Background: an optimization exercise with open tools, aiming at small area. Do not read the settings as production practice. In this exercise RTL edits were held to simulation tests only and were not proved equivalent to the original.

== PW ==
==> flow/design.v <==
module bf_graph_loader #(
  parameter int LANES  = 32,
  parameter int WIDTH  = 32,
  parameter int ADDR_W = 10,
  parameter int ROWS   = 32
) (
  input  logic                   clk,
  input  logic                   rst_global,
  input  logic                   go,
  input  logic                   abort,
  input  logic [WIDTH-1:0]       in_data,
  input  logic                   in_valid,
  output logic                   in_ready,
  output logic [ADDR_W-1:0]      mem_addr,
  output logic [LANES*WIDTH-1:0] mem_wdata,
  output logic                   mem_we,
  output logic                   mem_sel,
  output logic                   start,
  input  logic                   finish,
  output logic                   busy,
  output logic                   done
);
  localparam int LW = (LANES > 1) ? $clog2(LANES) : 1;
  localparam int RW = (ROWS > 1) ? $clog2(ROWS) : 1;
  logic st_load, st_start, st_run, st_done, we_q;
  logic [LW-1:0]          lane_cnt;
  logic [RW-1:0]          row_cnt;
  logic [LANES*WIDTH-1:0] row_q;
  logic busy_c, accept, row_end, last_end, running;
  assign busy_c   = st_load | we_q | st_start | st_run | st_done;
  assign accept   = st_load & in_valid & ~abort;
  assign row_end  = accept & (lane_cnt == LW'(LANES - 1));
  assign last_end = row_end & (row_cnt == RW'(ROWS - 1));
  assign running  = st_start | st_run;
  assign in_ready  = st_load;
  assign mem_we    = we_q;
  assign mem_sel   = st_load | we_q;
  assign start     = st_start;
  assign done      = st_done;
  assign busy      = busy_c;
  assign mem_addr  = ADDR_W'(row_cnt);
  assign mem_wdata = row_q;
  always_ff @(posedge clk or posedge rst_global) begin
    if (rst_global) begin
      st_load  <= 1'b0;
      st_start <= 1'b0;
      st_run   <= 1'b0;
      st_done  <= 1'b0;
      we_q     <= 1'b0;
    end else begin
      st_load  <= (~busy_c & go) | (st_load & ~abort & ~last_end);
      st_start <= we_q & ~st_load;
      st_run   <= running & ~finish;
      st_done  <= running & finish;
      we_q     <= row_end;
    end
  end
  always_ff @(posedge clk) begin
    if (!st_load) lane_cnt <= '0;
    else if (accept) lane_cnt <= lane_cnt + 1'b1;
  end
  always_ff @(posedge clk) begin
    if (!st_load) row_cnt <= '0;
    else if (we_q) row_cnt <= row_cnt + 1'b1;
  end
  logic keep;
  assign keep = st_load & ~we_q;
  for (genvar i = 0; i < LANES - 1; i++) begin : g_lane
    logic sel;
    assign sel = accept & (lane_cnt == LW'(i));
    always_ff @(posedge clk) begin
      row_q[i*WIDTH +: WIDTH] <= (row_q[i*WIDTH +: WIDTH] & {WIDTH{keep}}) | (in_data & {WIDTH{sel}});
    end
  end
  always_ff @(posedge clk) begin
    row_q[LANES*WIDTH-1 -: WIDTH] <= in_data;
  end
endmodule
export LEC_CHECK = 0
export CAP_MARGIN = 5
export CORE_AREA = 3 3 647 103
export CTS_BUF_LIST = sky130_fd_sc_hd__clkbuf_16
export CTS_CLUSTER_DIAMETER = 45
export CTS_CLUSTER_SIZE = 24
export DIE_AREA = 0 0 650 106
export PLACE_DENSITY = 0.65
export SLEW_MARGIN = 5
create_clock -name core_clock -period 5.0 [get_ports {clk}]
standard.sh (not shown) runs the stock make flow with config.mk's settings and CLKGATE_MAP_FILE= SYNTH_SCRIPT=/design/flow/synth_recipe.tcl, a recipe that flattens the netlist after the stock synthesis.
==> flow/flow/run.sh <==
#!/bin/bash
# Standard ORFS layout (the standard.sh), with two changes:
#  - the per-bit row-lane update is hand-mapped to a22o cells (flow/mapcells.py) before synthesis;
#    the registers are untouched, so synthesis gives them the same names and cells as the standard one;
#  - the port buffers are made of the smallest buffer cell.
set -uo pipefail
python3 flow/mapcells.py design.v > design_mapped.v 2> mapcells.log || exit 1
sed "s#^export VERILOG_FILES = .*#export VERILOG_FILES = $PWD/design_mapped.v#" config.mk > config_mapped.mk
grep -q "design_mapped.v" config_mapped.mk || exit 1
sed "s#DESIGN_CONFIG=[^ ]*#DESIGN_CONFIG=$PWD/config_mapped.mk#" standard.sh > standard_mapped.sh
grep -q "config_mapped.mk" standard_mapped.sh || exit 1
export BUFFER_PORTS_ARGS="-buffer_cell sky130_fd_sc_hd__buf_1"
bash standard_mapped.sh finish > flow_make.log 2>&1
rc=$?
cp -r orfs/logs orfs_logs 2>/dev/null
exit $rc
==> flow/flow/mapcells.py <==
#!/usr/bin/env python3
"""Hand-map the per-bit row-lane update of bf_graph_loader to sky130 a22o cells.

Reads the design as the layout reads it (design.v) and writes it back with the lane update
    row_q[i*WIDTH +: WIDTH] <= (row_q[i*WIDTH +: WIDTH] & {WIDTH{keep}}) | (in_data & {WIDTH{sel}});
computed by one sky130_fd_sc_hd__a22o_1 per bit, X = (A1 & A2) | (B1 & B2), the same function.
The registers (row_q) are left as they are, so synthesis names and maps them as it does the RTL.
"""
import re
import sys

src = open(sys.argv[1]).read()
pat = re.compile(
    r"always_ff\s*@\s*\(\s*posedge\s+clk\s*\)\s*begin\s*"
    r"row_q\[i\*WIDTH \+: WIDTH\]\s*<=\s*\(row_q\[i\*WIDTH \+: WIDTH\]\s*&\s*\{WIDTH\{keep\}\}\)\s*\|\s*"
    r"\(in_data\s*&\s*\{WIDTH\{sel\}\}\);\s*end")
new = """logic [WIDTH-1:0] d;
    for (genvar b = 0; b < WIDTH; b++) begin : g_bit
      sky130_fd_sc_hd__a22o_1 u_a22o (.A1(row_q[i*WIDTH+b]), .A2(keep), .B1(in_data[b]), .B2(sel), .X(d[b]));
    end
    always_ff @(posedge clk) begin
      row_q[i*WIDTH +: WIDTH] <= d;
    end"""
out, n = pat.subn(new, src)
if n != 1:
    sys.exit("mapcells.py: lane update not found exactly once (%d)" % n)
sys.stdout.write(out)
[inputs] TR vs PW
-- flow/design.v --
<<< PW, line 23
  localparam int LW = (LANES > 1) ? $clog2(LANES) : 1;
  localparam int RW = (ROWS > 1) ? $clog2(ROWS) : 1;
  logic st_load, st_start, st_run, st_done, we_q;
  logic [LW-1:0]          lane_cnt;
  logic [RW-1:0]          row_cnt;
  logic [LANES*WIDTH-1:0] row_q;
  logic busy_c, accept, row_end, last_end, running;
  assign busy_c   = st_load | we_q | st_start | st_run | st_done;
  assign accept   = st_load & in_valid & ~abort;
  assign row_end  = accept & (lane_cnt == LW'(LANES - 1));
>>> TR, line 23
  localparam int LW = (LANES > 1) ? $clog2(LANES) : 1;
  localparam int RW = (ROWS > 1) ? $clog2(ROWS) : 1;
  logic st_load, st_kick, st_start, st_run, st_done, we_q;
  logic [LW-1:0]          lane_cnt;
  logic [RW-1:0]          row_cnt;
  logic [LANES*WIDTH-1:0] row_q;
  logic idle, accept, row_end, last_end, running;
  assign idle     = ~(st_load | st_kick | st_start | st_run | st_done);
  assign accept   = st_load & in_valid & ~abort;
  assign row_end  = accept & (lane_cnt == LW'(LANES - 1));
<<< PW, line 35
  assign in_ready  = st_load;
  assign mem_we    = we_q;
  assign mem_sel   = st_load | we_q;
  assign start     = st_start;
  assign done      = st_done;
  assign busy      = busy_c;
  assign mem_addr  = ADDR_W'(row_cnt);
  assign mem_wdata = row_q;
>>> TR, line 35
  assign in_ready  = st_load;
  assign mem_we    = we_q;
  assign mem_sel   = st_load | st_kick;
  assign start     = st_start;
  assign done      = st_done;
  assign busy      = ~idle;
  assign mem_addr  = ADDR_W'(row_cnt);
  assign mem_wdata = row_q;
<<< PW, line 44
    if (rst_global) begin
      st_load  <= 1'b0;
      st_start <= 1'b0;
      st_run   <= 1'b0;
>>> TR, line 44
    if (rst_global) begin
      st_load  <= 1'b0;
      st_kick  <= 1'b0;
      st_start <= 1'b0;
      st_run   <= 1'b0;
<<< PW, line 49
      we_q     <= 1'b0;
    end else begin
      st_load  <= (~busy_c & go) | (st_load & ~abort & ~last_end);
      st_start <= we_q & ~st_load;
      st_run   <= running & ~finish;
      st_done  <= running & finish;
>>> TR, line 50
      we_q     <= 1'b0;
    end else begin
      st_load  <= (idle & go) | (st_load & ~abort & ~last_end);
      st_kick  <= last_end;
      st_start <= st_kick;
      st_run   <= running & ~finish;
      st_done  <= running & finish;
Notes after the runs:
Compared with PW, TR is more frugal on power.
Core utilization of TR is on par with PW.
PW reports its critical path's slowest cell as sky130_fd_sc_hd__dfrtp_1 while TR reports sky130_fd_sc_hd__dfrtp_2.
TR and PW ended up with nearly the same final instance area.
Routed via count divided by cell count across TR and PW: no real change.
The fraction of layout instances using a drive strength above 1 was comparable across TR and PW.

-- afterwards: timing with drivers on the ports --
The flow's constraints put no driver on any port. The routed layouts listed below were extracted and timed again, unchanged, in two steps. Step 1, drivers: a clkbuf_16 drives clk and a buf_2 each remaining input, both assumed. Step 2, shift: input delay + t, output delay - t, t = (earliest + latest rising clock arrival at the registers) / 2. This alone moves slack from input paths to output paths. Three values: no drivers, after step 1, after step 2; two values: the first two.
| run | t, ns | slack for setup (ns) | worst setup path at the end | worst slew at a driven data input, ns | pins driven straight from the clock port |
|---|---|---|---|---|---|
| PW | 0.697 | 1.891 / 1.830 / 1.471 | input to register | 0.05 | 1 |
| TR | 0.673 | 2.029 / 1.967 / 1.417 | input to register | 0.06 | 1 |
After both steps every run listed still meets setup and hold. For TR, which loses most, drivers alone change the setup slack by -0.062 ns; drivers and shift together by -0.612 ns.
